From an optimization exercise on the open Yosys and OpenROAD flow, aimed at a short achievable clock period and few clock cycles per item; shortcuts taken in it are not production practice. Where RTL was checked, it was by simulation tests only, not by an equivalence proof against the original. The RTL of runs 2 to 4 was laid out without a check of its function. Power and IR drop assume default switching activity.

**design/flow/config.mk**
```make
export PLATFORM = sky130hd
export DESIGN_NAME = lc4_core
export DESIGN_NICKNAME = lc4_core
export VERILOG_FILES = /design/flow/design.v
export SDC_FILE = /design/flow/constraint.sdc
export NUM_CORES = 4
export LEC_CHECK = 0
export CAP_MARGIN = 20
export CORE_MARGIN = 2
export CORE_UTILIZATION = 55
export SETUP_SLACK_MARGIN = 4.9
export SLEW_MARGIN = 20
export SYNTH_HIERARCHICAL = 1
export TNS_END_PERCENT = 100
```
**design/flow/constraint.sdc**
```tcl
create_clock -name core_clock -period 7.5 [get_ports {gwe}]
set_input_delay 1.5000 -clock core_clock [delete_from_list [all_inputs] [get_ports {gwe}]]
set_output_delay 1.5000 -clock core_clock [all_outputs]
set_load 0.01 [all_outputs]
```
**design/flow/design.v**
```verilog
package lc4_pkg;
  typedef enum logic [3:0] {
    OP_BR    = 4'h0,
    OP_ARITH = 4'h1,
    OP_LOGIC = 4'h5,
    OP_LDR   = 4'h6,
    OP_STR   = 4'h7,
    OP_CONST = 4'h9,
    OP_JMP   = 4'hc
  } opcode_e;
  typedef enum logic [2:0] {
    ALU_ADD,       
    ALU_SUB,
    ALU_AND,
    ALU_PASS_IMM,  
    ALU_ADDR       
  } alu_op_e;
  typedef struct packed {
    logic [2:0] rd;
    logic [2:0] rs;
    logic [2:0] rt;
    logic       rs_re;
    logic       rt_re;      
    logic       rf_we;      
    logic       is_load;
    logic       is_store;
    logic       is_branch;
    logic       is_jump;
    alu_op_e    alu_op;
    logic [2:0] br_nzp;
  } ctrl_t;
  typedef struct packed {
    logic        valid;
    logic [15:0] pc;
    logic [15:0] insn;
    ctrl_t       ctrl;
    logic [15:0] imm;
    logic [15:0] rs_data;
    logic [15:0] rt_data;
  } dx_t;
  typedef struct packed {
    logic        valid;
    logic [15:0] pc;
    logic [15:0] insn;
    ctrl_t       ctrl;
    logic [15:0] result;      
    logic [2:0]  nzp;
    logic [15:0] store_data;
  } xm_t;
  typedef struct packed {
    logic        valid;
    logic [15:0] pc;
    logic [15:0] insn;
    ctrl_t       ctrl;
    logic [15:0] result;      
    logic [2:0]  nzp;         
  } mw_t;
  typedef struct packed {
    logic        we;
    logic [15:0] addr;
    logic [15:0] wdata;
  } dmem_req_t;
  typedef struct packed {
    logic        valid;
    logic [15:0] pc;
    logic [15:0] insn;
    logic        rf_we;
    logic [2:0]  wsel;
    logic [15:0] wdata;
    logic        nzp_we;
    logic [2:0]  nzp;
  } trace_t;
  function automatic logic [2:0] nzp_of(input logic [15:0] value);
    nzp_of = {value[15], value == 16'h0000, !value[15] && (value != 16'h0000)};
  endfunction
endpackage
`timescale 1ns/1ps
module lc4_decoder (
  input  logic [15:0]    i_insn,
  output lc4_pkg::ctrl_t o_ctrl,
  output logic [15:0]    o_imm
);
  always_comb begin
    o_ctrl        = '0;             
    o_ctrl.alu_op = lc4_pkg::ALU_ADD;
    o_ctrl.rd     = i_insn[11:9];
    o_ctrl.rs     = i_insn[8:6];
    o_ctrl.rt     = i_insn[2:0];
    o_imm         = '0;
    case (i_insn[15:12])
      lc4_pkg::OP_BR: begin
        o_ctrl.is_branch = 1'b1;
        o_ctrl.br_nzp    = i_insn[11:9];               
        o_imm            = {{7{i_insn[8]}}, i_insn[8:0]};
      end
      lc4_pkg::OP_ARITH: begin
        if (i_insn[5]) begin                           
          o_ctrl.rs_re = 1'b1;
          o_ctrl.rf_we = 1'b1;
          o_imm        = {{11{i_insn[4]}}, i_insn[4:0]};
        end else if (i_insn[5:3] == 3'b000 || i_insn[5:3] == 3'b010) begin
          o_ctrl.rs_re  = 1'b1;
          o_ctrl.rt_re  = 1'b1;
          o_ctrl.rf_we  = 1'b1;
          o_ctrl.alu_op = i_insn[4] ? lc4_pkg::ALU_SUB : lc4_pkg::ALU_ADD;
        end
      end
      lc4_pkg::OP_LOGIC: begin
        if (i_insn[5]) begin                           
          o_ctrl.rs_re  = 1'b1;
          o_ctrl.rf_we  = 1'b1;
          o_ctrl.alu_op = lc4_pkg::ALU_AND;
          o_imm         = {{11{i_insn[4]}}, i_insn[4:0]};
        end else if (i_insn[5:3] == 3'b000) begin
          o_ctrl.rs_re  = 1'b1;
          o_ctrl.rt_re  = 1'b1;
          o_ctrl.rf_we  = 1'b1;
          o_ctrl.alu_op = lc4_pkg::ALU_AND;
        end
      end
      lc4_pkg::OP_LDR: begin
        o_ctrl.rs_re   = 1'b1;                         
        o_ctrl.rf_we   = 1'b1;
        o_ctrl.is_load = 1'b1;
        o_ctrl.alu_op  = lc4_pkg::ALU_ADDR;
        o_imm          = {{10{i_insn[5]}}, i_insn[5:0]};
      end
      lc4_pkg::OP_STR: begin
        o_ctrl.rs_re    = 1'b1;
        o_ctrl.rt_re    = 1'b1;
        o_ctrl.rt       = i_insn[11:9];                
        o_ctrl.is_store = 1'b1;
        o_ctrl.alu_op   = lc4_pkg::ALU_ADDR;
        o_imm           = {{10{i_insn[5]}}, i_insn[5:0]};
      end
      lc4_pkg::OP_CONST: begin
        o_ctrl.rf_we  = 1'b1;
        o_ctrl.alu_op = lc4_pkg::ALU_PASS_IMM;
        o_imm         = {{7{i_insn[8]}}, i_insn[8:0]};
      end
      lc4_pkg::OP_JMP: begin
        if (i_insn[11]) begin                          
          o_ctrl.is_jump = 1'b1;
          o_imm          = {{5{i_insn[10]}}, i_insn[10:0]};
        end
      end
      default: ;
    endcase
  end
endmodule
`timescale 1ns/1ps
module lc4_regfile (
  input  logic                   gwe,
  input  logic                   i_reset,
  input  logic [2:0]             i_rs_sel,
  input  logic [2:0]             i_rt_sel,
  output logic [16-1:0] o_rs_data,
  output logic [16-1:0] o_rt_data,
  input  logic [2:0]             i_wsel,
  input  logic [16-1:0] i_wdata,
  input  logic                   i_we,
  input  logic [2:0]             i_nzp,
  input  logic                   i_nzp_we,
  output logic [2:0]             o_nzp
);
  logic [16-1:0] regs [8];
  logic [2:0]             nzp_q;
  always_ff @(posedge gwe) begin
    if (i_reset) begin
      for (int i = 0; i < 8; i++) regs[i] <= '0;
    end else if (i_we) begin
      regs[i_wsel] <= i_wdata;
    end
  end
  always_ff @(posedge gwe) begin
    if (i_reset) begin
      nzp_q <= 3'b000;
    end else if (i_nzp_we) begin
      nzp_q <= i_nzp;
    end
  end
  assign o_rs_data = (i_we && i_wsel == i_rs_sel) ? i_wdata : regs[i_rs_sel];
  assign o_rt_data = (i_we && i_wsel == i_rt_sel) ? i_wdata : regs[i_rt_sel];
  assign o_nzp     = nzp_q;
endmodule
`timescale 1ns/1ps
module lc4_execute (
  input  lc4_pkg::dx_t           i_dx,
  input  lc4_pkg::xm_t           i_xm,         
  input  logic [2:0]             i_mw_wsel,
  input  logic                   i_mw_we,
  input  logic [16-1:0] i_mw_result,
  input  logic [2:0]             i_mw_nzp,
  input  logic [2:0]             i_nzp,        
  output logic [16-1:0] o_result,
  output logic [2:0]             o_nzp,
  output logic [16-1:0] o_store_data,
  output logic                   o_redirect,
  output logic [16-1:0] o_target
);
  logic                   m_we;
  logic [16-1:0] a_op;
  logic [16-1:0] rt_val;
  logic [16-1:0] b_op;
  logic [2:0]             br_src;
  logic                   taken;
  function automatic logic [16-1:0] pick(input logic [2:0] sel,
                                                  input logic [16-1:0] rdata);
    if (m_we && i_xm.ctrl.rd == sel) begin
      pick = i_xm.result;
    end else if (i_mw_we && i_mw_wsel == sel) begin
      pick = i_mw_result;
    end else begin
      pick = rdata;
    end
  endfunction
  assign m_we   = i_xm.valid && i_xm.ctrl.rf_we;
  always_comb begin
    a_op   = pick(i_dx.ctrl.rs, i_dx.rs_data);
    rt_val = pick(i_dx.ctrl.rt, i_dx.rt_data);
  end
  assign b_op   = i_dx.ctrl.rt_re ? rt_val : i_dx.imm;    
  always_comb begin
    case (i_dx.ctrl.alu_op)
      lc4_pkg::ALU_SUB:      o_result = a_op - b_op;
      lc4_pkg::ALU_AND:      o_result = a_op & b_op;
      lc4_pkg::ALU_PASS_IMM: o_result = i_dx.imm;
      lc4_pkg::ALU_ADDR:     o_result = a_op + i_dx.imm;    
      default:               o_result = a_op + b_op;
    endcase
  end
  assign o_nzp        = lc4_pkg::nzp_of(o_result);
  assign o_store_data = rt_val;                             
  always_comb begin
    if (m_we) begin
      br_src = i_xm.nzp;
    end else if (i_mw_we) begin
      br_src = i_mw_nzp;
    end else begin
      br_src = i_nzp;
    end
  end
  assign taken      = |(i_dx.ctrl.br_nzp & br_src);
  assign o_redirect = i_dx.valid && ((i_dx.ctrl.is_branch && taken) || i_dx.ctrl.is_jump);
  assign o_target   = i_dx.pc + 16'd1 + i_dx.imm;           
endmodule
`timescale 1ns/1ps
module lc4_core (
  input  logic                   gwe,
  input  logic                   i_reset,
  output logic [16-1:0] o_imem_addr,
  input  logic [16-1:0] i_imem_data,
  output logic                   o_dmem_we,
  output logic [16-1:0] o_dmem_addr,
  output logic [16-1:0] o_dmem_wdata,
  input  logic [16-1:0] i_dmem_rdata,
  output logic                   o_trace_valid,
  output logic [16-1:0] o_trace_pc,
  output logic [16-1:0] o_trace_insn,
  output logic                   o_trace_rf_we,
  output logic [2:0]             o_trace_wsel,
  output logic [16-1:0] o_trace_wdata,
  output logic                   o_trace_nzp_we,
  output logic [2:0]             o_trace_nzp
);
  function automatic logic [2:0] nzp_z(input logic n, input logic z);
    nzp_z = {n, z, !n && !z};
  endfunction
  logic [15:0] pc_q;
  logic [15:0] pc_b;         
  logic [15:0] pc_o;         
  localparam int NB = 6;
  logic        btb_v   [NB];
  logic [15:0] btb_tag [NB];
  logic [15:0] btb_tgt [NB];
  logic [1:0]  btb_ctr [NB];
  logic [3:0]  btb_cnt [NB];    
  logic [3:0]  btb_trip[NB];    
  logic        btb_tv  [NB];    
  logic [2:0]  btb_ptr;
  logic        u_en;
  logic        u_taken;
  logic        u_jmp;
  logic [15:0] u_pc;
  logic [15:0] u_tgt;
  logic        fd_valid;
  logic [15:0] fd_pc;
  logic [15:0] fd_insn;
  logic        fd_pt;        
  logic        fd_hit;       
  logic [15:0] fd_pc1;
  logic [15:0] fd_tgt9;      
  logic [15:0] fd_tgt11;     
  logic [15:0] fd_rsv;       
  logic [15:0] fd_rtv;       
  logic [15:0] fd_rdv;
  logic        fd_aw, fd_at;   
  logic        fd_bw, fd_bt;
  logic        fd_cw, fd_ct;
  logic        dx_valid;
  logic [15:0] dx_pc;
  logic [15:0] dx_insn;
  logic [2:0]  dx_rd;
  logic        dx_we;        
  logic        dx_ld;
  logic        dx_sub;
  logic        dx_and;
  logic        dx_fwd_a;     
  logic        dx_fwd_b;     
  logic [15:0] dx_a;         
  logic [15:0] dx_b;         
  logic        dx_mwe;       
  logic [15:0] dx_addr;
  logic [15:0] dx_wdata;
  logic        dx_br;        
  logic        dx_jmp;       
  logic [2:0]  dx_mask;
  logic        dx_pt;        
  logic [15:0] dx_target;
  logic [15:0] dx_pc1;
  logic        w_valid;
  logic        w_wr;
  logic [2:0]  w_rd;
  logic [15:0] w_res;
  logic        w_z;          
  logic [15:0] w_pc;
  logic [15:0] w_insn;
  logic [15:0] rf [8];
  logic [2:0]  nzp_q;
  logic        t_valid;
  logic [15:0] t_pc;
  logic [15:0] t_insn;
  logic        t_we;
  logic [2:0]  t_rd;
  logic [15:0] t_res;
  logic [2:0]  t_nzp;
  logic rst_q;
  always_ff @(posedge gwe) rst_q <= i_reset;
  logic        f_pt;
  logic        f_hit;
  logic [15:0] f_tgt;
  logic [15:0] pc_next;
  logic [15:0] f_tgt9, f_tgt11;
  logic [15:0] f_pc1;
  logic [2:0]  f_rs, f_rt, f_rd;
  logic [15:0] d_a, d_b, d_c;
  logic [15:0] d_rs_val, d_rt_val;
  logic        x_mispred;
  logic [15:0] x_fix_pc;
  logic        d_redir;
  logic [15:0] d_redir_pc;
  logic        d_stall;
  logic [15:0] x_a, x_b, x_sum, x_result;
  logic [2:0]  x_nzp;
  logic        x_taken;
  assign o_imem_addr = pc_o;
  assign f_pc1 = pc_q + 16'd1;
  lc4_ks16 u_tgt9 (.i_a(pc_q), .i_b({{7{i_imem_data[8]}}, i_imem_data[8:0]}), .i_c(1'b1),
                   .o_s(f_tgt9));
  lc4_ks16 u_tgt11 (.i_a(pc_q), .i_b({{5{i_imem_data[10]}}, i_imem_data[10:0]}), .i_c(1'b1),
                    .o_s(f_tgt11));
  assign f_rs = i_imem_data[8:6];
  assign f_rt = i_imem_data[2:0];
  assign f_rd = i_imem_data[11:9];
  always_comb begin
    f_pt  = 1'b0;
    f_hit = 1'b0;
    f_tgt = 16'h0000;
    for (int i = 0; i < NB; i++) begin
      if (btb_v[i] && btb_tag[i] == pc_b) begin
        f_hit = 1'b1;
        if (btb_ctr[i][1] && !(btb_tv[i] && btb_cnt[i] == btb_trip[i])) begin
          f_pt  = 1'b1;
          f_tgt = f_tgt | btb_tgt[i];
        end
      end
    end
  end
  always_comb begin
    if (x_mispred)     pc_next = x_fix_pc;
    else if (d_redir)  pc_next = d_redir_pc;
    else if (d_stall)  pc_next = pc_q;
    else if (f_pt)     pc_next = f_tgt;
    else               pc_next = f_pc1;
  end
  lc4_pcreg u_pcb (.gwe(gwe), .i_reset(i_reset), .i_d(pc_next), .o_q(pc_b));
  lc4_pcreg u_pco (.gwe(gwe), .i_reset(i_reset), .i_d(pc_next), .o_q(pc_o));
  always_ff @(posedge gwe) begin
    if (i_reset) begin
      pc_q     <= 16'h8200;
      fd_valid <= 1'b0;
    end else begin
      pc_q <= pc_next;
      if (x_mispred || d_redir) fd_valid <= 1'b0;
      else if (!d_stall)        fd_valid <= 1'b1;
    end
  end
  always_ff @(posedge gwe) begin
    if (!d_stall) begin
      fd_pc    <= pc_q;
      fd_insn  <= i_imem_data;
      fd_pt    <= f_pt;
      fd_hit   <= f_hit;
      fd_pc1   <= f_pc1;
      fd_tgt9  <= f_tgt9;
      fd_tgt11 <= f_tgt11;
    end
  end
  always_ff @(posedge gwe) begin
    if (d_stall) begin
      fd_rsv <= d_a;
      fd_rtv <= d_b;
      fd_rdv <= d_c;
      fd_aw  <= dx_we && (dx_rd == fd_insn[8:6]);
      fd_bw  <= dx_we && (dx_rd == fd_insn[2:0]);
      fd_cw  <= dx_we && (dx_rd == fd_insn[11:9]);
      fd_at  <= 1'b0;
      fd_bt  <= 1'b0;
      fd_ct  <= 1'b0;
    end else begin
      fd_rsv <= rf[f_rs];
      fd_rtv <= rf[f_rt];
      fd_rdv <= rf[f_rd];
      fd_aw  <= dx_we && (dx_rd == f_rs);
      fd_bw  <= dx_we && (dx_rd == f_rt);
      fd_cw  <= dx_we && (dx_rd == f_rd);
      fd_at  <= w_wr && (w_rd == f_rs);
      fd_bt  <= w_wr && (w_rd == f_rt);
      fd_ct  <= w_wr && (w_rd == f_rd);
    end
  end
  logic [NB-1:0] u_hit;
  always_ff @(posedge gwe) begin
    for (int i = 0; i < NB; i++) u_hit[i] <= btb_v[i] && (btb_tag[i] == dx_pc);
  end
  always_ff @(posedge gwe) begin
    if (rst_q) begin
      for (int i = 0; i < NB; i++) begin
        btb_v[i]   <= 1'b0;
        btb_ctr[i] <= 2'b00;
      end
      btb_ptr <= '0;
    end else if (u_en) begin
      if (|u_hit) begin
        for (int i = 0; i < NB; i++) begin
          if (u_hit[i]) begin
            if (u_jmp)                                btb_ctr[i] <= 2'b11;
            else if (u_taken && btb_ctr[i] != 2'b11)  btb_ctr[i] <= btb_ctr[i] + 2'd1;
            else if (!u_taken && btb_ctr[i] != 2'b00) btb_ctr[i] <= btb_ctr[i] - 2'd1;
          end
        end
      end else if (u_taken) begin
        btb_v[btb_ptr]   <= 1'b1;
        btb_ctr[btb_ptr] <= u_jmp ? 2'b11 : 2'b10;
        btb_ptr          <= (btb_ptr == 3'(NB - 1)) ? 3'd0 : btb_ptr + 3'd1;
      end
    end
  end
  always_ff @(posedge gwe) begin
    if (u_en && !(|u_hit) && u_taken) begin
      btb_tag[btb_ptr]  <= u_pc;
      btb_tgt[btb_ptr]  <= u_tgt;
      btb_cnt[btb_ptr]  <= 4'd1;
      btb_tv[btb_ptr]   <= 1'b0;
    end else if (u_en && !u_jmp) begin
      for (int i = 0; i < NB; i++) begin
        if (u_hit[i]) begin
          if (u_taken) begin
            if (btb_cnt[i] != 4'hf) btb_cnt[i] <= btb_cnt[i] + 4'd1;
          end else begin
            btb_trip[i] <= btb_cnt[i];
            btb_tv[i]   <= (btb_cnt[i] != 4'hf);
            btb_cnt[i]  <= 4'd0;
          end
        end
      end
    end
  end
  logic [3:0]  d_op;
  logic        d_br_any, d_jmp_any;
  logic        d_add_rr, d_sub_rr, d_add_ri, d_and_rr, d_and_ri;
  logic        d_ld, d_st, d_const;
  logic        d_we, d_rs_re, d_rt_re;
  logic [2:0]  d_rs, d_rt, d_rd;
  logic [15:0] d_imm;
  logic        d_br, d_jmp;
  logic        d_want;
  logic [15:0] d_pc1, d_target, d_addr;
  assign d_op      = fd_insn[15:12];
  assign d_br_any  = (d_op == 4'h0);
  assign d_jmp_any = (d_op == 4'hc) && fd_insn[11];
  assign d_add_rr  = (d_op == 4'h1) && (fd_insn[5:3] == 3'b000);
  assign d_sub_rr  = (d_op == 4'h1) && (fd_insn[5:3] == 3'b010);
  assign d_add_ri  = (d_op == 4'h1) && fd_insn[5];
  assign d_and_rr  = (d_op == 4'h5) && (fd_insn[5:3] == 3'b000);
  assign d_and_ri  = (d_op == 4'h5) && fd_insn[5];
  assign d_ld      = (d_op == 4'h6);
  assign d_st      = (d_op == 4'h7);
  assign d_const   = (d_op == 4'h9);
  assign d_we      = d_add_rr || d_sub_rr || d_add_ri || d_and_rr || d_and_ri || d_ld || d_const;
  assign d_rt_re   = d_add_rr || d_sub_rr || d_and_rr;
  assign d_rs_re   = d_rt_re || d_add_ri || d_and_ri || d_ld || d_st;
  assign d_rd      = fd_insn[11:9];
  assign d_rs      = fd_insn[8:6];
  assign d_rt      = d_st ? fd_insn[11:9] : fd_insn[2:0];
  always_comb begin
    if (d_const)           d_imm = {{7{fd_insn[8]}}, fd_insn[8:0]};
    else if (d_ld || d_st) d_imm = {{10{fd_insn[5]}}, fd_insn[5:0]};
    else                   d_imm = {{11{fd_insn[4]}}, fd_insn[4:0]};
  end
  always_comb begin
    d_a = fd_aw ? w_res : (fd_at ? t_res : fd_rsv);
    d_b = fd_bw ? w_res : (fd_bt ? t_res : fd_rtv);
    d_c = fd_cw ? w_res : (fd_ct ? t_res : fd_rdv);
  end
  assign d_rs_val = d_a;
  assign d_rt_val = d_st ? d_c : d_b;
  assign d_stall = fd_valid && dx_we &&
                   (((d_ld || d_st) && (dx_rd == d_rs)) || (d_st && (dx_rd == fd_insn[11:9])));
  assign d_br   = d_br_any && (fd_insn[11:9] != 3'b000) && (fd_insn[8:0] != 9'h000);
  assign d_jmp  = d_jmp_any && (fd_insn[10:0] != 11'h000);
  assign d_pc1    = fd_pc1;
  assign d_target = d_jmp_any ? fd_tgt11 : fd_tgt9;
  logic d_btb_good, d_known, d_taken, d_pt;
  assign d_btb_good = fd_pt;
  assign d_known    = !dx_we;
  assign d_taken    = |(fd_insn[11:9] & x_nzp);
  assign d_want     = d_jmp || (d_br && fd_insn[8]);
  assign d_pt       = (d_br && d_known) ? d_taken : (fd_hit ? fd_pt : d_want);
  assign d_redir    = fd_valid && !d_stall && (d_pt ? !d_btb_good : fd_pt);
  assign d_redir_pc = d_pt ? d_target : d_pc1;
  lc4_ks16 u_agu (.i_a(d_rs_val), .i_b({{10{fd_insn[5]}}, fd_insn[5:0]}), .i_c(1'b0), .o_s(d_addr));
  always_ff @(posedge gwe) begin
    if (rst_q) begin
      dx_valid <= 1'b0;
      dx_we    <= 1'b0;
    end else begin
      dx_valid <= fd_valid && !x_mispred && !d_stall;
      dx_we    <= fd_valid && !x_mispred && !d_stall && d_we;
    end
  end
  always_ff @(posedge gwe) begin
    if (i_reset) dx_mwe <= 1'b0;
    else         dx_mwe <= fd_valid && !x_mispred && !d_stall && d_st;
  end
  always_ff @(posedge gwe) begin
    dx_pc     <= fd_pc;
    dx_insn   <= fd_insn;
    dx_rd     <= d_rd;
    dx_ld     <= d_ld;
    dx_sub    <= d_sub_rr;
    dx_and    <= d_and_rr || d_and_ri;
    dx_fwd_a  <= dx_we && d_rs_re && (dx_rd == d_rs);
    dx_fwd_b  <= dx_we && d_rt_re && (dx_rd == d_rt);
    dx_a      <= d_const ? 16'h0000 : d_rs_val;
    dx_b      <= (d_rt_re ? d_rt_val : d_imm) ^ {16{d_sub_rr}};
    dx_addr   <= d_addr;
    dx_wdata  <= d_rt_val;
    dx_br     <= d_br;
    dx_jmp    <= d_jmp;
    dx_mask   <= fd_insn[11:9];
    dx_pt     <= d_pt;
    dx_target <= d_target;
    dx_pc1    <= d_pc1;
  end
  assign x_a   = dx_fwd_a ? w_res : dx_a;
  assign x_b   = dx_fwd_b ? (w_res ^ {16{dx_sub}}) : dx_b;
  lc4_ks16 u_alu (.i_a(x_a), .i_b(x_b), .i_c(dx_sub), .o_s(x_sum));
  always_comb begin
    if (dx_ld)       x_result = i_dmem_rdata;
    else if (dx_and) x_result = x_a & x_b;
    else             x_result = x_sum;
  end
  logic [15:0] x_zc;
  logic        x_z;
  assign x_zc = {x_a[14:0] | x_b[14:0], dx_sub};
  always_comb begin
    if (dx_ld)       x_z = (i_dmem_rdata == 16'h0000);
    else if (dx_and) x_z = ((x_a & x_b) == 16'h0000);
    else             x_z = ((x_a ^ x_b) == x_zc);
  end
  assign x_nzp     = w_wr ? nzp_z(w_res[15], w_z) : nzp_q;
  assign x_taken   = |(dx_mask & x_nzp);
  assign x_mispred = dx_valid && dx_br && (x_taken != dx_pt);
  assign x_fix_pc  = x_taken ? dx_target : dx_pc1;
  assign o_dmem_we    = dx_mwe;
  assign o_dmem_addr  = dx_addr;
  assign o_dmem_wdata = dx_wdata;
  always_ff @(posedge gwe) begin
    if (rst_q) begin
      u_en <= 1'b0;
    end else begin
      u_en <= dx_valid && (dx_jmp || dx_br);
    end
  end
  always_ff @(posedge gwe) begin
    u_pc    <= dx_pc;
    u_tgt   <= dx_target;
    u_jmp   <= dx_jmp;
    u_taken <= dx_jmp || x_taken;
  end
  always_ff @(posedge gwe) begin
    if (rst_q) begin
      w_valid <= 1'b0;
      w_wr    <= 1'b0;
    end else begin
      w_valid <= dx_valid;
      w_wr    <= dx_valid && dx_we;
    end
  end
  always_ff @(posedge gwe) begin
    w_rd   <= dx_rd;
    w_res  <= x_result;
    w_z    <= x_z;
    w_pc   <= dx_pc;
    w_insn <= dx_insn;
  end
  always_ff @(posedge gwe) begin
    if (w_wr) rf[w_rd] <= w_res;
  end
  always_ff @(posedge gwe) begin
    if (rst_q)     nzp_q <= 3'b000;
    else if (w_wr) nzp_q <= nzp_z(w_res[15], w_z);
  end
  always_ff @(posedge gwe) begin
    if (i_reset) t_valid <= 1'b0;
    else         t_valid <= w_valid;
  end
  always_ff @(posedge gwe) begin
    if (rst_q) t_we <= 1'b0;
    else       t_we <= w_wr;
  end
  always_ff @(posedge gwe) begin
    t_pc   <= w_pc;
    t_insn <= w_insn;
    t_rd   <= w_rd;
    t_res  <= w_res;
    t_nzp  <= nzp_z(w_res[15], w_z);
  end
  assign o_trace_valid  = t_valid;
  assign o_trace_pc     = t_pc;
  assign o_trace_insn   = t_insn;
  assign o_trace_rf_we  = t_we;
  assign o_trace_wsel   = t_rd;
  assign o_trace_wdata  = t_res;
  assign o_trace_nzp_we = t_we;
  assign o_trace_nzp    = t_nzp;
endmodule
module lc4_ks16 (
  input  logic [15:0] i_a,
  input  logic [15:0] i_b,
  input  logic        i_c,
  output logic [15:0] o_s
);
  logic [15:0] p0, g0;
  logic [15:0] g [5];
  logic [15:0] p [5];
  for (genvar i = 0; i < 16; i++) begin : g_bit
    lc4_xor2 u_p (.i_a(i_a[i]), .i_b(i_b[i]), .o_y(p0[i]));
    lc4_and2 u_g (.i_a(i_a[i]), .i_b(i_b[i]), .o_y(g0[i]));
  end
  lc4_g u_c0 (.i_gh(g0[0]), .i_ph(p0[0]), .i_gl(i_c), .o_g(g[0][0]));
  assign p[0][0] = 1'b0;
  assign g[0][15:1] = g0[15:1];
  assign p[0][15:1] = p0[15:1];
  for (genvar l = 0; l < 4; l++) begin : g_lvl
    for (genvar i = 0; i < 16; i++) begin : g_node
      if (i >= (1 << l)) begin : g_comb
        lc4_gp u_gp (.i_gh(g[l][i]), .i_ph(p[l][i]), .i_gl(g[l][i - (1 << l)]),
                     .i_pl(p[l][i - (1 << l)]), .o_g(g[l+1][i]), .o_p(p[l+1][i]));
      end else begin : g_pass
        assign g[l+1][i] = g[l][i];
        assign p[l+1][i] = p[l][i];
      end
    end
  end
  assign o_s[0] = p0[0] ^ i_c;
  for (genvar i = 1; i < 16; i++) begin : g_sum
    lc4_xor2 u_s (.i_a(p0[i]), .i_b(g[4][i-1]), .o_y(o_s[i]));
  end
endmodule
module lc4_xor2 (
  input  logic i_a,
  input  logic i_b,
  output logic o_y
);
  assign o_y = i_a ^ i_b;
endmodule
module lc4_and2 (
  input  logic i_a,
  input  logic i_b,
  output logic o_y
);
  assign o_y = i_a & i_b;
endmodule
module lc4_g (
  input  logic i_gh,
  input  logic i_ph,
  input  logic i_gl,
  output logic o_g
);
  assign o_g = i_gh | (i_ph & i_gl);
endmodule
module lc4_gp (
  input  logic i_gh,
  input  logic i_ph,
  input  logic i_gl,
  input  logic i_pl,
  output logic o_g,
  output logic o_p
);
  assign o_g = i_gh | (i_ph & i_gl);
  assign o_p = i_ph & i_pl;
endmodule
module lc4_pcreg (
  input  logic        gwe,
  input  logic        i_reset,
  input  logic [15:0] i_d,
  output logic [15:0] o_q
);
  always_ff @(posedge gwe) begin
    if (i_reset) o_q <= 16'h8200;
    else         o_q <= i_d;
  end
endmodule
```
**design/flow/run.sh**
```bash
#!/bin/bash
# synth_recipe.tcl (not shown) runs the flow's synth.tcl, then flattens the netlist and writes it again
# the make line also repeats each setting of config.mk as NAME=value (left out here)
make -C /OpenROAD-flow-scripts/flow DESIGN_CONFIG=/design/flow/config.mk WORK_HOME=/design/flow/orfs CLKGATE_MAP_FILE= SYNTH_SCRIPT=/design/flow/synth_recipe.tcl finish
```
==> results.py, run 1 <==
metrics = {
    "clock_network": {
        "path_clk_slew_ps": 60,
        "cts_max_level": 3,
        "insertion_delay_ps": 660,
        "cts_buffer_depth": 3,
        "cts_sinks": 851,
        "holdBufCountCts": 0,
        "cts_buffers": 91,
        "cts_tree": "done",
        "clock-root-buffer": "clkbuf_16",
    },
    "worst_setup_path": {
        "critPathRequiredTime_ps": 8060,
        "worstPathArrival_ps": 3350,
        "worst_setup_path_end_kind": "flop",
        "startpoint_type": "flop",
        "worstSetupPathType": "reg2reg",
        "path_cells": "xor2_2 > nor4_4 > buf_4 > nand3_1 > nor4b_4 > buf_4 > buf_12 > buf_12 > a222oi_1 > nand3_1 > o22ai_2 > o21ai_4 > nor2b_2",
        "cp_slowest_cell": "edfxtp_1",
        "slowest_delay_ps": 460,
        "crit_fanout": 6,
    },
    "timing": {
        "fin_skew_ps": 25.4,
        "layout_min_cycle_time_ps": 2790,
        "relSlewSlack": 0.235,
        "fin_tns_setup_ps": 0,
        "fmax_mhz": 359,
        "finalMaxSlewViolations": 0,
        "rsz0062_at_grt": "yes",
        "fin_ws_ps": 4710,
        "fin_crit_sh": 0.372,
        "worstMarginPinSlew_ps": 1150,
        "hold_viol": 0,
        "finalSetupViolCount": 0,
    },
    "run_status": {
        "status": "complete, no violations",
    },
    "routing": {
        "first_pass_iters": 6,
        "drt-total-wl_um": 127000,
        "vias_per_cell": 6.08,
        "ant_nets": 0,
        "drt_iter0_markers": 3090,
        "wl_per_cell_um": 27.2,
        "via_count": 28374,
        "drc_errors": 0,
    },
    "finish": {
        "final.fill_count": 5168,
        "nNetsFinal": 3719,
        "area_delta_synth_final_pct": 24.5,
        "final_layout_size_suffix_gt1_frac": 0.277,
        "multi_input_area_mm2": 0.0184,
        "ff_latch_area_mm2": 0.0219,
        "fin_cells": 4665,
    },
    "power": {
        "power_density_mw_per_mm2": 233,
        "cellLeakagePower_nw": 19.7,
        "vdd_drop_max_v": 0.000190,
    },
    "floorplanning": {
        "die_height_um": 272,
        "initial_core_util": 0.555,
        "die_x_um": 272,
        "placementRows": 98,
        "core_area_mm2": 0.0714,
        "dieArea_mm2": 0.0741,
        "ios": 140,
    },
    "global_route": {
        "first_global_vias": 28080,
        "antenna_found_initial": 0,
        "grt_pass1_wl_um": 182000,
        "grt_use_total": 0.331,
        "grt_max_degree": 63,
        "overflow": 0,
    },
    "placed_design": {
        "pre_cts_slack_ps": 3600,
        "numPlacedInstances": 4257,
        "numPortBuffers": 139,
        "post-dp-hpwl_um": 78600,
        "gp_congestion": 0.914,
    },
    "logic_synthesis": {
        "syn_avg_cell_area_um2": 12.0,
        "yosysWarnings": 14,
        "netlist_area_mm2": 0.0396,
        "synth_cells": 3295,
    },
    "run": {
        "maxCapViolCount": 0,
    },
    "min_path": {
        "hp-class": "reg2reg",
    },
}
-- cell usage in the layout, fill, tap and decap left out, types with 20 or more instances in the layout --
cell type        instances
o21ai_0                 53
a21oi_1                129
inv_1                   77
nand3_1                 57
dfxtp_2                 70
and2_1                 181
a21oi_2                 36
dfxtp_1                272
xor2_1                 201
nand4_1                 38
nor2b_1                 87
buf_12                  42
ha_1                    50
mux4_2                  96
xnor2_1                187
dfxtp_4                 45
a211oi_1                30
nor2_1                 172
edfxtp_1               464
buf_6                   87
buf_2                   39
mux2i_1                121
a21o_1                 186
clkdlybuf4s50_1         20
nor4_1                  33
xor2_2                  37
nand2_1                 88
clkbuf_16              100
clkbuf_1                31
buf_4                  189
-- per-layer routing --
metal / vias to the layer above / track usage / routed length, um
li1: 12549 / - / -
met1: 14140 / 0.422 / 49200
met2: 1358 / 0.559 / 61400
met3: 327 / 0.0468 / 9360
met4: 0 / 0.153 / 6890
met5: - / 0 / 0
-- flip-flops by register name, indices dropped and copies added, names as in the netlist, 24 cells and up --
| name | count |
|---|---|
| btb_tgt | 96 |
| btb_cnt | 24 |
| btb_trip | 24 |
| btb_tag | 96 |
| rf | 128 |
-- critical path, delay by kind of cell, from the launching register on --
kind	cells	cell delay, ps
compound gates	3	420
xor+xnor	1	200
buf+inv	4	630
flops	1	460
simple gates	5	1020
-- layout make-up --
class | count | area share
Tap cell | 950 | 0.0241
Clock buffer | 135 | 0.0524
Clock inverter | 37 | 0.00658
Timing Repair Buffer | 412 | 0.0900
Multi-Input combinational cell | 2184 | 0.373
Antenna cell | 1 | 0.0000508
Inverter | 90 | 0.00767
Sequential cell | 851 | 0.445
Timing Repair inverter | 5 | 0.000965
-- what timing repair did --
item | 4_1_cts | 5_1_grt
pin swaps | 74 | 60
resized for setup | 890 | 162
setup endpoints to repair | 494 | 309
cloned | 15 | 7
setup buffers | 128 | 85
-- final timing paths --
kind / start / endpoint / depth (start not counted) / slack [ps]
setup / recovery: btb_tag[4][0]$_DFFE_PP_ / u_pco.o_q[4]$_SDFF_PP0_ / 13 / 4710
hold / removal: w_insn[15]$_DFF_P_ / t_insn[15]$_DFF_P_ / 0 / 310
setup reg to reg: btb_tag[4][0]$_DFFE_PP_ / u_pco.o_q[4]$_SDFF_PP0_ / 13 / 4710
hold reg to reg: w_insn[15]$_DFF_P_ / t_insn[15]$_DFF_P_ / 0 / 310
-- metrics by stage --
step	area [um^2]	power [mW]	utilization	hold slack (ps)
6_report	49300	11.5	0.691	315
3_5_place_dp	42000	6.87	0.588	312
5_1_grt	49300	11.8	0.691	314
3_3_place_gp	42000	6.84	0.588	310
4_1_cts	47500	11.4	0.666	321
2_1_floorplan	40100	6.29	-	310
-- report_power, final --
group          switching (mW)  internal (mW)  leakage (nW)  total [mW]
combinational           0.734          0.684          10.7        1.42
clock                    1.90           2.48          1.42        4.38
sequential              0.379           5.28          7.63        5.66
Testbench counts, summed over its fixed seeds: cycles 22,110, insns 20,801.
==> inputs of run 2 (changes only) <==
--- a/design/flow/design.v
+++ b/design/flow/design.v
@@ -342,2 +342,4 @@
   logic [15:0] pc_next;
+  logic        pc_use_early;
+  logic [15:0] pc_early, pc_pred;
   logic [15:0] f_tgt9, f_tgt11;
@@ -379,16 +381,17 @@
   always_comb begin
-    if (x_mispred)     pc_next = x_fix_pc;
-    else if (d_redir)  pc_next = d_redir_pc;
-    else if (d_stall)  pc_next = pc_q;
-    else if (f_pt)     pc_next = f_tgt;
-    else               pc_next = f_pc1;
-  end
-  lc4_pcreg u_pcb (.gwe(gwe), .i_reset(i_reset), .i_d(pc_next), .o_q(pc_b));
-  lc4_pcreg u_pco (.gwe(gwe), .i_reset(i_reset), .i_d(pc_next), .o_q(pc_o));
+    if (i_reset)        pc_early = 16'h8200;
+    else if (x_mispred) pc_early = x_fix_pc;
+    else if (d_redir)   pc_early = d_redir_pc;
+    else                pc_early = pc_q;
+  end
+  assign pc_use_early = i_reset || x_mispred || d_redir || d_stall;
+  assign pc_pred      = f_tgt | (f_pc1 & {16{!f_pt}});
+  assign pc_next      = pc_use_early ? pc_early : pc_pred;
+  lc4_pcreg u_pcb (.gwe(gwe), .i_d(pc_next), .o_q(pc_b));
+  lc4_pcreg u_pco (.gwe(gwe), .i_d(pc_next), .o_q(pc_o));
   always_ff @(posedge gwe) begin
+    pc_q <= pc_next;                
     if (i_reset) begin
-      pc_q     <= 16'h8200;
       fd_valid <= 1'b0;
     end else begin
-      pc_q <= pc_next;
       if (x_mispred || d_redir) fd_valid <= 1'b0;
@@ -716,3 +719,2 @@
   input  logic        gwe,
-  input  logic        i_reset,
   input  logic [15:0] i_d,
@@ -720,6 +722,3 @@
 );
-  always_ff @(posedge gwe) begin
-    if (i_reset) o_q <= 16'h8200;
-    else         o_q <= i_d;
-  end
+  always_ff @(posedge gwe) o_q <= i_d;
 endmodule
--- a/design/flow/config.mk
+++ b/design/flow/config.mk
@@ -9,3 +9,3 @@
 export CORE_MARGIN = 2
-export CORE_UTILIZATION = 55
+export CORE_UTILIZATION = 40
 export SETUP_SLACK_MARGIN = 4.9
==> results.py, run 2 <==
metrics = {
    "run_status": {
        "status": "complete, no violations",
    },
    "global_route": {
        "antenna_found_initial": 6,
        "overflow": 0,
        "grt_pass1_wl_um": 172000,
        "grt_use_total": 0.235,
        "grt_max_degree": 81,
        "first_global_vias": 26196,
    },
    "logic_synthesis": {
        "netlist_area_mm2": 0.0388,
        "syn_avg_cell_area_um2": 12.1,
        "synth_cells": 3209,
        "yosysWarnings": 14,
    },
    "power": {
        "cellLeakagePower_nw": 19.4,
        "vdd_drop_max_v": 0.000188,
        "p_seq_frac": 0.494,
        "combPwrFrac": 0.117,
        "power_density_mw_per_mm2": 234,
        "p_int_mw": 8.43,
        "p_sw_frac": 0.259,
        "clkPwrFrac": 0.389,
        "p_switching_mw": 2.95,
    },
    "min_path": {
        "hp-start": "dx_insn[3]$_DFF_P_",
        "whs_path_depth": 0,
        "min_to": "w_insn[3]$_DFF_P_",
        "hp-class": "reg2reg",
    },
    "routing": {
        "drt_iter0_markers": 2507,
        "via_count": 26790,
        "ant_nets": 0,
        "drt-total-wl_um": 120000,
        "wl_per_cell_um": 24.7,
        "drc_errors": 0,
        "vias_per_cell": 5.50,
        "first_pass_iters": 5,
    },
    "floorplanning": {
        "die_x_um": 315,
        "initial_core_util": 0.402,
        "core_area_mm2": 0.0964,
        "die_height_um": 315,
        "dieArea_mm2": 0.0995,
        "ios": 140,
        "placementRows": 114,
    },
    "clock_network": {
        "cts_sinks": 851,
        "insertion_delay_ps": 690,
        "cts_max_level": 3,
        "clock-root-buffer": "clkbuf_16",
        "path_clk_slew_ps": 60,
        "holdBufCountCts": 0,
        "cts_buffer_depth": 3,
        "cts_buffers": 89,
        "cts_tree": "done",
    },
    "timing": {
        "rsz0062_at_grt": "yes",
        "worstMarginPinSlew_ps": 948,
        "fin_tns_setup_ps": 0,
        "relSlewSlack": 0.367,
        "layout_min_cycle_time_ps": 2740,
        "finalMaxSlewViolations": 0,
        "fin_skew_ps": 31.3,
        "fin_crit_sh": 0.365,
        "fmax_mhz": 365,
        "finalSetupViolCount": 0,
        "hold_viol": 0,
    },
    "worst_setup_path": {
        "worst_setup_path_end_kind": "flop",
        "r2r_end": "u_pco.o_q[7]$_DFF_P_",
        "r2r-start": "fd_insn[2]$_DFFE_PN_",
        "reg2reg_slack_ps": 4760,
        "worstSetupPathType": "reg2reg",
        "startpoint_type": "flop",
        "rr_worst_depth": 9,
        "critPathRequiredTime_ps": 8060,
        "worstPathArrival_ps": 3300,
        "crit_fanout": 8,
    },
    "finish": {
        "final.fill_count": 8364,
        "final_cell_mix": "edfxtp_1 (464), dfxtp_1 (265), nand2_1 (210)",
        "final_layout_size_suffix_gt1_frac": 0.283,
        "regMostFlops": "rf",
        "design_area_mm2": 0.0487,
        "reg.largest.list": "rf x128, btb_tag x96, btb_tgt x96",
        "nNetsFinal": 3603,
        "final_common_cell": "edfxtp_1",
        "largest_reg_flops": 128,
        "final_util": 0.505,
        "area_delta_synth_final_pct": 25.5,
    },
    "placed_design": {
        "post-dp-hpwl_um": 75800,
        "placed_area_mm2": 0.0421,
        "numPortBuffers": 139,
        "gp_congestion": 0.904,
    },
    "run": {
        "maxCapViolCount": 0,
    },
}
==> run 2: layer usage <==
layer / GRT usage / part of all wire / vias up
met3: 0.0363 / 0.068 / 224
li1: - / - / 12125
met1: 0.305 / 0.41 / 13400
met2: 0.400 / 0.49 / 1037
met4: 0.0787 / 0.035 / 4
met5: 0 / 0.00018 / -
==> run 2: power by group through the flow <==
stage	combinational, mW	clock (mW)	sequential, mW
global placement	1.07	0	5.66
detailed placement	1.08	0	5.66
global route	1.44	4.66	5.64
floorplan	0.680	0	5.51
CTS	1.22	4.49	5.59
finish	1.34	4.43	5.62
==> run 2: final cells by class <==
type,instances,area [um^2],share of cell area
inverters,99,425,0.00873
flip-flops and latches,851,22000,0.451
diodes,2,5.00,0.000103
repair inverters,5,38.8,0.000796
well taps,1276,1600,0.0328
clock buffers,133,2620,0.0537
repair buffers,366,3790,0.0778
clock inverters,35,308,0.00632
multi-input cells,2107,17900,0.368
==> run 2: what timing repair did <==
item,CTS,global route
gates resized for setup,844,188
buffers inserted,74,96
cloned,15,6
setup endpoints to repair,470,237
pin swaps,33,68
==> run 2: per-stage QoR <==
| stage | hold WS [ps] | power, mW | cells | worst slack, ps |
|---|---|---|---|---|
| 6_report | 323 | 11.4 | 4874 | 4760 |
| 5_1_grt | 326 | 11.7 | 4872 | 4700 |
| 3_5_place_dp | 312 | 6.74 | 4513 | 2980 |
| 4_1_cts | 326 | 11.3 | 4770 | 4730 |
| 3_3_place_gp | 311 | 6.74 | 4513 | 3120 |
| 2_1_floorplan | 310 | 6.19 | 3213 | 4730 |
==> run 2: worst max path at each step <==
| stage | from | to | slack, ps | depth (start not counted) |
|---|---|---|---|---|
| final | fd_insn[2]$_DFFE_PN_ | u_pco.o_q[7]$_DFF_P_ | 4760 | 9 |
| after global routing | fd_insn[2]$_DFFE_PN_ | u_pcb.o_q[13]$_DFF_P_ | 4700 | 9 |
| after CTS | btb_cnt[5][0]$_SDFFCE_PN1P_ | u_pco.o_q[0]$_DFF_P_ | 4730 | 12 |
| after detailed placement | fd_insn[13]$_DFFE_PN_ | pc_q[15]$_DFF_P_ | 2980 | 9 |
| after global placement | fd_insn[13]$_DFFE_PN_ | pc_q[9]$_DFF_P_ | 3120 | 9 |
| after floorplan | i_imem_data[0] | fd_rtv[10]$_DFF_P_ | 4730 | 6 |
==> run 2: critical path, cell delays in order (launching register included) <==
cell and delay, ps:
edfxtp_1 490, nor4_4 360, and4_4 290, o221a_4 180, o21a_4 180, clkinv_8 90, mux2i_4 200, buf_6 160
a31o_4 330, o32ai_2 340
==> inputs of run 3 (changes only) <==
--- a/design/flow/design.v
+++ b/design/flow/design.v
@@ -293,2 +293,17 @@
   logic [15:0] fd_tgt11;     
+  typedef struct packed {
+    logic jmp_any;    
+    logic jmp;        
+    logic br;         
+    logic want;       
+    logic sub;
+    logic andop;
+    logic ld;
+    logic st;
+    logic cnst;
+    logic we;
+    logic rt_re;
+    logic rs_re;
+  } dec_t;
+  dec_t        fd_dec;
   logic [15:0] fd_rsv;       
@@ -342,5 +357,4 @@
   logic [15:0] pc_next;
-  logic        pc_use_early;
-  logic [15:0] pc_early, pc_pred;
   logic [15:0] f_tgt9, f_tgt11;
+  dec_t        f_dec;
   logic [15:0] f_pc1;
@@ -359,2 +373,24 @@
   assign f_pc1 = pc_q + 16'd1;
+  logic [3:0] f_op;
+  logic       f_add_rr, f_sub_rr, f_add_ri, f_and_rr, f_and_ri;
+  assign f_op     = i_imem_data[15:12];
+  assign f_add_rr = (f_op == 4'h1) && (i_imem_data[5:3] == 3'b000);
+  assign f_sub_rr = (f_op == 4'h1) && (i_imem_data[5:3] == 3'b010);
+  assign f_add_ri = (f_op == 4'h1) && i_imem_data[5];
+  assign f_and_rr = (f_op == 4'h5) && (i_imem_data[5:3] == 3'b000);
+  assign f_and_ri = (f_op == 4'h5) && i_imem_data[5];
+  always_comb begin
+    f_dec.jmp_any = (f_op == 4'hc) && i_imem_data[11];
+    f_dec.jmp     = f_dec.jmp_any && (i_imem_data[10:0] != 11'h000);
+    f_dec.br      = (f_op == 4'h0) && (i_imem_data[11:9] != 3'b000) && (i_imem_data[8:0] != 9'h000);
+    f_dec.want    = f_dec.jmp || (f_dec.br && i_imem_data[8]);
+    f_dec.sub     = f_sub_rr;
+    f_dec.andop   = f_and_rr || f_and_ri;
+    f_dec.ld      = (f_op == 4'h6);
+    f_dec.st      = (f_op == 4'h7);
+    f_dec.cnst    = (f_op == 4'h9);
+    f_dec.rt_re   = f_add_rr || f_sub_rr || f_and_rr;
+    f_dec.rs_re   = f_dec.rt_re || f_add_ri || f_and_ri || f_dec.ld || f_dec.st;
+    f_dec.we      = f_dec.rt_re || f_add_ri || f_and_ri || f_dec.ld || f_dec.cnst;
+  end
   lc4_ks16 u_tgt9 (.i_a(pc_q), .i_b({{7{i_imem_data[8]}}, i_imem_data[8:0]}), .i_c(1'b1),
@@ -381,17 +417,16 @@
   always_comb begin
-    if (i_reset)        pc_early = 16'h8200;
-    else if (x_mispred) pc_early = x_fix_pc;
-    else if (d_redir)   pc_early = d_redir_pc;
-    else                pc_early = pc_q;
-  end
-  assign pc_use_early = i_reset || x_mispred || d_redir || d_stall;
-  assign pc_pred      = f_tgt | (f_pc1 & {16{!f_pt}});
-  assign pc_next      = pc_use_early ? pc_early : pc_pred;
-  lc4_pcreg u_pcb (.gwe(gwe), .i_d(pc_next), .o_q(pc_b));
-  lc4_pcreg u_pco (.gwe(gwe), .i_d(pc_next), .o_q(pc_o));
+    if (x_mispred)     pc_next = x_fix_pc;
+    else if (d_redir)  pc_next = d_redir_pc;
+    else if (d_stall)  pc_next = pc_q;
+    else if (f_pt)     pc_next = f_tgt;
+    else               pc_next = f_pc1;
+  end
+  lc4_pcreg u_pcb (.gwe(gwe), .i_reset(i_reset), .i_d(pc_next), .o_q(pc_b));
+  lc4_pcreg u_pco (.gwe(gwe), .i_reset(i_reset), .i_d(pc_next), .o_q(pc_o));
   always_ff @(posedge gwe) begin
-    pc_q <= pc_next;                
     if (i_reset) begin
+      pc_q     <= 16'h8200;
       fd_valid <= 1'b0;
     end else begin
+      pc_q <= pc_next;
       if (x_mispred || d_redir) fd_valid <= 1'b0;
@@ -409,2 +444,3 @@
       fd_tgt11 <= f_tgt11;
+      fd_dec   <= f_dec;
     end
@@ -481,5 +517,4 @@
   end
-  logic [3:0]  d_op;
-  logic        d_br_any, d_jmp_any;
-  logic        d_add_rr, d_sub_rr, d_add_ri, d_and_rr, d_and_ri;
+  logic        d_jmp_any;
+  logic        d_sub_rr;
   logic        d_ld, d_st, d_const;
@@ -491,16 +526,10 @@
   logic [15:0] d_pc1, d_target, d_addr;
-  assign d_op      = fd_insn[15:12];
-  assign d_br_any  = (d_op == 4'h0);
-  assign d_jmp_any = (d_op == 4'hc) && fd_insn[11];
-  assign d_add_rr  = (d_op == 4'h1) && (fd_insn[5:3] == 3'b000);
-  assign d_sub_rr  = (d_op == 4'h1) && (fd_insn[5:3] == 3'b010);
-  assign d_add_ri  = (d_op == 4'h1) && fd_insn[5];
-  assign d_and_rr  = (d_op == 4'h5) && (fd_insn[5:3] == 3'b000);
-  assign d_and_ri  = (d_op == 4'h5) && fd_insn[5];
-  assign d_ld      = (d_op == 4'h6);
-  assign d_st      = (d_op == 4'h7);
-  assign d_const   = (d_op == 4'h9);
-  assign d_we      = d_add_rr || d_sub_rr || d_add_ri || d_and_rr || d_and_ri || d_ld || d_const;
-  assign d_rt_re   = d_add_rr || d_sub_rr || d_and_rr;
-  assign d_rs_re   = d_rt_re || d_add_ri || d_and_ri || d_ld || d_st;
+  assign d_jmp_any = fd_dec.jmp_any;
+  assign d_sub_rr  = fd_dec.sub;
+  assign d_ld      = fd_dec.ld;
+  assign d_st      = fd_dec.st;
+  assign d_const   = fd_dec.cnst;
+  assign d_we      = fd_dec.we;
+  assign d_rt_re   = fd_dec.rt_re;
+  assign d_rs_re   = fd_dec.rs_re;
   assign d_rd      = fd_insn[11:9];
@@ -522,4 +551,4 @@
                    (((d_ld || d_st) && (dx_rd == d_rs)) || (d_st && (dx_rd == fd_insn[11:9])));
-  assign d_br   = d_br_any && (fd_insn[11:9] != 3'b000) && (fd_insn[8:0] != 9'h000);
-  assign d_jmp  = d_jmp_any && (fd_insn[10:0] != 11'h000);
+  assign d_br   = fd_dec.br;
+  assign d_jmp  = fd_dec.jmp;
   assign d_pc1    = fd_pc1;
@@ -530,3 +559,3 @@
   assign d_taken    = |(fd_insn[11:9] & x_nzp);
-  assign d_want     = d_jmp || (d_br && fd_insn[8]);
+  assign d_want     = fd_dec.want;
   assign d_pt       = (d_br && d_known) ? d_taken : (fd_hit ? fd_pt : d_want);
@@ -554,3 +583,3 @@
     dx_sub    <= d_sub_rr;
-    dx_and    <= d_and_rr || d_and_ri;
+    dx_and    <= fd_dec.andop;
     dx_fwd_a  <= dx_we && d_rs_re && (dx_rd == d_rs);
@@ -719,2 +748,3 @@
   input  logic        gwe,
+  input  logic        i_reset,
   input  logic [15:0] i_d,
@@ -722,3 +752,6 @@
 );
-  always_ff @(posedge gwe) o_q <= i_d;
+  always_ff @(posedge gwe) begin
+    if (i_reset) o_q <= 16'h8200;
+    else         o_q <= i_d;
+  end
 endmodule
--- a/design/flow/config.mk
+++ b/design/flow/config.mk
@@ -10,3 +10,3 @@
 export CORE_UTILIZATION = 40
-export SETUP_SLACK_MARGIN = 4.9
+export SETUP_SLACK_MARGIN = 4.8
 export SLEW_MARGIN = 20
==> results.py, run 3 <==
metrics = {
    "min_path": {
        "hp-class": "reg2reg",
        "hp-start": "dx_insn[13]$_DFF_P_",
        "whs_path_depth": 0,
    },
    "timing": {
        "finalMaxSlewViolations": 0,
        "worstMarginPinSlew_ps": 1010,
        "fin_crit_sh": 0.372,
        "relSlewSlack": 0.322,
        "layout_min_cycle_time_ps": 2790,
        "finalSetupViolCount": 0,
        "fin_tns_setup_ps": 0,
        "rsz0062_at_grt": "yes",
        "hold_slack_ps": 314,
        "fin_skew_ps": 47.3,
        "fmax_mhz": 358,
        "hold_viol": 0,
    },
    "global_route": {
        "grt_util_met1": 0.294,
        "grt.busiest_layer": "met2",
        "gr-usage-met2": 0.380,
        "first_global_vias": 26604,
        "grt_max_degree": 99,
        "grtUsageMet3": 0.0391,
        "grt_pass1_wl_um": 172000,
        "grt_use_total": 0.226,
        "antenna_found_initial": 4,
        "overflow": 0,
    },
    "placed_design": {
        "post-dp-hpwl_um": 78100,
        "numPortBuffers": 139,
        "gp_congestion": 0.884,
    },
    "clock_network": {
        "holdBufCountCts": 0,
        "cts_sinks": 863,
        "cts_buffers": 93,
        "insertion_delay_ps": 690,
        "cts_tree": "done",
        "cts_buffer_depth": 3,
        "cts_max_level": 3,
        "clock-root-buffer": "clkbuf_16",
        "path_clk_slew_ps": 60,
    },
    "power": {
        "combPwrFrac": 0.101,
        "power_density_mw_per_mm2": 240,
        "p_int_mw": 8.60,
        "cellLeakagePower_nw": 19.1,
        "p_seq_frac": 0.491,
        "vdd_drop_max_v": 0.000158,
        "p_sw_frac": 0.259,
        "p_switching_mw": 3.00,
        "clkPwrFrac": 0.408,
    },
    "routing": {
        "drc_errors": 0,
        "drt_iter0_markers": 2185,
        "vias_per_cell": 5.51,
        "wl_per_cell_um": 24.5,
        "ant_nets": 0,
        "first_pass_iters": 6,
        "drt-total-wl_um": 120000,
        "via_count": 26904,
    },
    "finish": {
        "area_delta_synth_final_pct": 21.6,
        "final_layout_size_suffix_gt1_frac": 0.239,
        "reg.largest.list": "rf x128, btb_tag x96, btb_tgt x96",
        "regMostFlops": "rf",
        "final_common_cell": "edfxtp_1",
        "final.fill_count": 8645,
        "nNetsFinal": 3598,
        "largest_reg_flops": 128,
        "final_cell_mix": "edfxtp_1 (476), dfxtp_1 (296), xor2_1 (215)",
    },
    "logic_synthesis": {
        "synth_cells": 3261,
        "yosysWarnings": 14,
        "netlist_area_mm2": 0.0398,
        "syn_avg_cell_area_um2": 12.2,
    },
    "floorplanning": {
        "dieArea_mm2": 0.102,
        "die_height_um": 319,
        "die_x_um": 319,
        "placementRows": 115,
        "ios": 140,
        "initial_core_util": 0.404,
        "core_area_mm2": 0.0984,
    },
    "worst_setup_path": {
        "worst_setup_path_end_kind": "flop",
        "startpoint": "u_hit[0]$_DFF_P_",
        "reg2reg_slack_ps": 4710,
        "rr_worst_depth": 8,
        "worstPathArrival_ps": 3170,
        "worstSetupPathType": "reg2reg",
        "startpoint_type": "flop",
        "r2r-start": "u_hit[0]$_DFF_P_",
        "crit_fanout": 6,
        "critPathRequiredTime_ps": 7880,
    },
    "run": {
        "maxCapViolCount": 0,
    },
    "run_status": {
        "status": "complete, no violations",
    },
}
==> run 3: changes by cell type in the layout (fill, tap and decap cells not counted), sizes merged, moves of 17 or more <==
| cell | delta |
|---|---|
| o31ai | +17 |
| mux2 | -37 |
| buf | -68 |
| a21oi | +50 |
| nand2 | -121 |
| o21ai | -43 |
| nor2b | +79 |
| mux2i | +23 |
| a211oi | +50 |
| nand3 | -21 |
| a22oi | -27 |
==> run 3: path summary, 6_finish.rpt <==
path	end
setup / recovery	btb_tgt[0][7]$_DFFE_PP_
hold / removal	w_insn[13]$_DFF_P_
setup reg to reg	btb_tgt[0][7]$_DFFE_PP_
hold reg to reg	w_insn[13]$_DFF_P_
==> run 3: cell type report <==
cell class	count	area, um^2	area share
multi-input cells	2132	17900	0.369
clock inverters	44	453	0.00936
flip-flops and latches	863	22300	0.460
repair inverters	7	55.1	0.00114
diodes	2	5.00	0.000103
clock buffers	132	2760	0.0569
well taps	1287	1610	0.0333
inverters	111	448	0.00925
repair buffers	306	2930	0.0604
==> run 3: power groups by stage <==
stage	clock (mW)	combinational [mW]	sequential, mW
2_1_floorplan	0	0.696	5.60
3_3_place_gp	0	1.11	5.75
3_5_place_dp	0	1.11	5.76
4_1_cts	4.80	1.14	5.67
5_1_grt	4.98	1.27	5.72
6_report	4.73	1.18	5.69
==> run 3: worst max-delay path, cell delays in order, from the launching register on <==
cell and delay (ps):
dfxtp_4 350, or4_4 520, or4_4 540, or2_1 250, or3_4 380, buf_12 150
clkinvlp_4 90, buf_6 100, buf_12 120
==> run 3: stage by stage <==
step | utilization | area, um^2 | power (mW) | setup WS, ps | instances
after floorplan | - | 40400 | 6.30 | 4700 | 3265
after global placement | 0.434 | 42700 | 6.87 | 3550 | 4574
after detailed placement | 0.434 | 42700 | 6.87 | 3530 | 4574
after CTS | 0.481 | 47400 | 11.6 | 4740 | 4845
after global routing | 0.492 | 48400 | 12.0 | 4660 | 4883
final | 0.492 | 48400 | 11.6 | 4710 | 4884
==> run 3: routing by layer <==
| layer | up-vias | routed length (um) |
|---|---|---|
| met5 | - | 13 |
| met4 | 2 | 4340 |
| met3 | 223 | 7660 |
| met2 | 930 | 58100 |
| met1 | 13423 | 49800 |
| li1 | 12326 | - |
==> run 3: timing repair <==
action | in CTS | in global routing
gates resized for setup | 695 | 156
hold endpoints to repair | 0 | 0
setup buffers | 83 | 29
pin swaps | 23 | 39
gates cloned | 12 | 8
setup endpoints to repair | 535 | 185
==> inputs of run 4 (changes only) <==
--- a/design/flow/design.v
+++ b/design/flow/design.v
@@ -470,5 +470,21 @@
   end
+  logic [NB-1:0] x_hit;
+  logic          x_alloc;
   logic [NB-1:0] u_hit;
+  logic [NB-1:0] u_we;       
+  always_comb begin
+    for (int i = 0; i < NB; i++) x_hit[i] = btb_v[i] && (btb_tag[i] == dx_pc);
+  end
+  assign x_alloc = dx_valid && (dx_jmp || (dx_br && x_taken)) && !(|x_hit);
   always_ff @(posedge gwe) begin
-    for (int i = 0; i < NB; i++) u_hit[i] <= btb_v[i] && (btb_tag[i] == dx_pc);
+    u_hit <= x_hit;
+  end
+  always_ff @(posedge gwe) begin
+    if (rst_q) begin
+      u_we    <= '0;
+      btb_ptr <= '0;
+    end else begin
+      for (int i = 0; i < NB; i++) u_we[i] <= x_alloc && (btb_ptr == 3'(i));
+      if (x_alloc) btb_ptr <= (btb_ptr == 3'(NB - 1)) ? 3'd0 : btb_ptr + 3'd1;
+    end
   end
@@ -480,16 +496,12 @@
       end
-      btb_ptr <= '0;
-    end else if (u_en) begin
-      if (|u_hit) begin
-        for (int i = 0; i < NB; i++) begin
-          if (u_hit[i]) begin
-            if (u_jmp)                                btb_ctr[i] <= 2'b11;
-            else if (u_taken && btb_ctr[i] != 2'b11)  btb_ctr[i] <= btb_ctr[i] + 2'd1;
-            else if (!u_taken && btb_ctr[i] != 2'b00) btb_ctr[i] <= btb_ctr[i] - 2'd1;
-          end
+    end else begin
+      for (int i = 0; i < NB; i++) begin
+        if (u_we[i]) begin
+          btb_v[i]   <= 1'b1;
+          btb_ctr[i] <= u_jmp ? 2'b11 : 2'b10;
+        end else if (u_en && u_hit[i]) begin
+          if (u_jmp)                                btb_ctr[i] <= 2'b11;
+          else if (u_taken && btb_ctr[i] != 2'b11)  btb_ctr[i] <= btb_ctr[i] + 2'd1;
+          else if (!u_taken && btb_ctr[i] != 2'b00) btb_ctr[i] <= btb_ctr[i] - 2'd1;
         end
-      end else if (u_taken) begin
-        btb_v[btb_ptr]   <= 1'b1;
-        btb_ctr[btb_ptr] <= u_jmp ? 2'b11 : 2'b10;
-        btb_ptr          <= (btb_ptr == 3'(NB - 1)) ? 3'd0 : btb_ptr + 3'd1;
       end
@@ -498,17 +510,15 @@
   always_ff @(posedge gwe) begin
-    if (u_en && !(|u_hit) && u_taken) begin
-      btb_tag[btb_ptr]  <= u_pc;
-      btb_tgt[btb_ptr]  <= u_tgt;
-      btb_cnt[btb_ptr]  <= 4'd1;
-      btb_tv[btb_ptr]   <= 1'b0;
-    end else if (u_en && !u_jmp) begin
-      for (int i = 0; i < NB; i++) begin
-        if (u_hit[i]) begin
-          if (u_taken) begin
-            if (btb_cnt[i] != 4'hf) btb_cnt[i] <= btb_cnt[i] + 4'd1;
-          end else begin
-            btb_trip[i] <= btb_cnt[i];
-            btb_tv[i]   <= (btb_cnt[i] != 4'hf);
-            btb_cnt[i]  <= 4'd0;
-          end
+    for (int i = 0; i < NB; i++) begin
+      if (u_we[i]) begin
+        btb_tag[i] <= u_pc;
+        btb_tgt[i] <= u_tgt;
+        btb_cnt[i] <= 4'd1;
+        btb_tv[i]  <= 1'b0;
+      end else if (u_en && !u_jmp && u_hit[i]) begin
+        if (u_taken) begin
+          if (btb_cnt[i] != 4'hf) btb_cnt[i] <= btb_cnt[i] + 4'd1;
+        end else begin
+          btb_trip[i] <= btb_cnt[i];
+          btb_tv[i]   <= (btb_cnt[i] != 4'hf);
+          btb_cnt[i]  <= 4'd0;
         end
--- a/design/flow/config.mk
+++ b/design/flow/config.mk
@@ -10,3 +10,3 @@
 export CORE_UTILIZATION = 40
-export SETUP_SLACK_MARGIN = 4.8
+export SETUP_SLACK_MARGIN = 4.9
 export SLEW_MARGIN = 20
==> results.py, run 4 <==
metrics = {
    "run_status": {
        "status": "complete, no violations",
    },
    "min_path": {
        "hp-class": "reg2reg",
        "min_to": "dx_pc[4]$_DFF_P_",
        "whs_path_depth": 0,
        "hp-start": "fd_pc[4]$_DFFE_PN_",
    },
    "clock_network": {
        "path_clk_slew_ps": 60,
        "holdBufCountCts": 0,
        "cts_max_level": 3,
        "insertion_delay_ps": 680,
        "cts_buffer_depth": 3,
        "cts_buffers": 92,
        "cts_tree": "done",
        "cts_sinks": 869,
        "clock-root-buffer": "clkbuf_16",
    },
    "floorplanning": {
        "ios": 140,
        "dieArea_mm2": 0.101,
        "placementRows": 114,
        "die_height_um": 317,
        "initial_core_util": 0.405,
        "core_area_mm2": 0.0970,
        "die_x_um": 317,
    },
    "timing": {
        "layout_min_cycle_time_ps": 3020,
        "finalMaxSlewViolations": 0,
        "finalSetupViolCount": 0,
        "hold_slack_ps": 319,
        "fin_crit_sh": 0.402,
        "fin_tns_setup_ps": 0,
        "fin_skew_ps": 31.1,
        "rsz0062_at_grt": "yes",
        "relSlewSlack": 0.243,
        "fmax_mhz": 331,
        "worstMarginPinSlew_ps": 1130,
        "hold_viol": 0,
    },
    "routing": {
        "vias_per_cell": 5.49,
        "drt-total-wl_um": 118000,
        "first_pass_iters": 5,
        "ant_nets": 0,
        "via_count": 26747,
        "drt_iter0_markers": 2464,
        "drc_errors": 0,
        "wl_per_cell_um": 24.2,
    },
    "finish": {
        "final_layout_size_suffix_gt1_frac": 0.268,
        "largest_reg_flops": 128,
        "design_area_mm2": 0.0487,
        "final_cell_mix": "edfxtp_1 (438), dfxtp_1 (318), xnor2_1 (213)",
        "fin_cells": 4870,
        "final_common_cell": "edfxtp_1",
        "regMostFlops": "rf",
        "reg.largest.list": "rf x128, btb_tag x96, btb_tgt x96",
        "area_delta_synth_final_pct": 24.0,
        "nNetsFinal": 3585,
    },
    "global_route": {
        "grt_use_total": 0.221,
        "grt_max_degree": 57,
        "first_global_vias": 25483,
        "grtUsageMet3": 0.0352,
        "antenna_found_initial": 7,
        "grt_pass1_wl_um": 166000,
        "gr-usage-met2": 0.365,
        "grt_util_met1": 0.300,
        "overflow": 0,
        "grt.busiest_layer": "met2",
    },
    "logic_synthesis": {
        "yosysWarnings": 20,
        "netlist_area_mm2": 0.0393,
        "synth_cells": 3229,
        "syn_avg_cell_area_um2": 12.2,
    },
    "placed_design": {
        "placed_area_mm2": 0.0423,
        "numPortBuffers": 139,
        "post-dp-hpwl_um": 75400,
        "numPlacedInstances": 4536,
        "gp_congestion": 0.933,
    },
    "worst_setup_path": {
        "worstSetupPathType": "reg2reg",
        "critPathRequiredTime_ps": 8050,
        "startpoint_type": "flop",
        "reg2reg_slack_ps": 4480,
        "rr_worst_depth": 11,
        "crit_fanout": 6,
        "worstPathArrival_ps": 3560,
        "worst_setup_path_end_kind": "flop",
        "r2r-start": "u_pcb.o_q[10]$_SDFF_PP0_",
        "startpoint": "u_pcb.o_q[10]$_SDFF_PP0_",
        "r2r_end": "u_pco.o_q[9]$_SDFF_PP1_",
    },
    "power": {
        "power_density_mw_per_mm2": 242,
        "power_mw": 11.8,
        "vdd_drop_max_v": 0.000153,
        "cellLeakagePower_nw": 18.9,
    },
    "run": {
        "maxCapViolCount": 0,
    },
}
==> run 4: repair_timing <==
| action | in CTS | in global routing |
|---|---|---|
| cloned | 5 | 14 |
| endpoints found under the setup margin | 334 | 225 |
| buffers inserted | 61 | 78 |
| pin swaps | 35 | 97 |
| gates resized for setup | 715 | 276 |
==> run 4: report_power, final <==
| group | switching, mW | internal (mW) | total, mW |
|---|---|---|---|
| combinational | 0.715 | 0.679 | 1.39 |
| sequential | 0.355 | 5.34 | 5.70 |
| clock | 1.94 | 2.74 | 4.68 |
| total | 3.01 | 8.76 | 11.8 |
==> run 4: how the worst max path moves through the flow <==
stage / cells past startpoint / slack (ps) / endpoint
3_5_place_dp: 6 / 3620 / fd_rtv[15]$_DFF_P_
3_3_place_gp: 6 / 3620 / fd_rtv[2]$_DFF_P_
5_1_grt: 12 / 4410 / u_pcb.o_q[9]$_SDFF_PP1_
6_report: 11 / 4480 / u_pco.o_q[9]$_SDFF_PP1_
4_1_cts: 12 / 4440 / u_pcb.o_q[9]$_SDFF_PP1_
2_1_floorplan: 6 / 4710 / fd_tgt11[13]$_DFFE_PN_
==> run 4: layer usage <==
| layer | up-vias | part of all wire |
|---|---|---|
| met5 | - | 0.00011 |
| li1 | 12265 | - |
| met3 | 228 | 0.067 |
| met1 | 13340 | 0.42 |
| met2 | 912 | 0.48 |
| met4 | 2 | 0.032 |
==> run 4: critical path, cell delays in order, from the launching register on <==
cell and delay, ps:
dfxtp_2 500, xnor2_1 210, nand4_1 190, or4_1 670, o32ai_2 310, nor4_4 70, buf_6 170, and2_4 160
o21ai_4 130, o211ai_1 100, buf_4 180, or2_1 200
==> run 4: metrics by stage <==
stage / utilization / setup WS, ps
global route: 0.502 / 4410
detailed placement: 0.436 / 3620
floorplan: - / 4710
CTS: 0.480 / 4440
global placement: 0.436 / 3620
finish: 0.502 / 4480
==> run 4: layout make-up <==
cell class,count,area [um^2]
diodes,6,15.0
clock buffers,130,2670
clock inverters,40,455
fillers,8392,48300
inverters,66,290
multi-input cells,2129,18000
flip-flops and latches,869,22000
well taps,1276,1600
repair buffers,352,3560
repair inverters,2,22.5

static timing again, ports no longer ideal:
Ports are ideal in the flow. The routed layouts listed here were re-timed in OpenROAD. Step 1 assumes that a clkbuf_16 drives the clock port and a buf_2 every other input. Step 2 adds t to the input delays and takes it off the output delays; t is the mean of the earliest and latest rising clock arrival at the registers after step 1. Input paths then give back, and output paths get back, about the clock's delay inside the block. Three values: ideal ports, drivers, drivers and shift; two values: the first two.
run	t (ns)	setup slack, ns	worst setup path after step 2	cell pins on the clock port's net
run 1	0.717	4.713 / 4.713 / 4.153	input to register	1
run 2	0.736	4.759 / 4.746 / 4.143	input to register	1
run 3	0.742	4.709 / 4.709 / 4.179	input to register	1
run 4	0.734	4.482 / 4.482 / 4.228	input to register	1
After both steps every run listed still meets setup and hold. For run 2, which loses most, drivers alone change the setup slack by -0.013 ns; drivers and shift together by -0.616 ns.
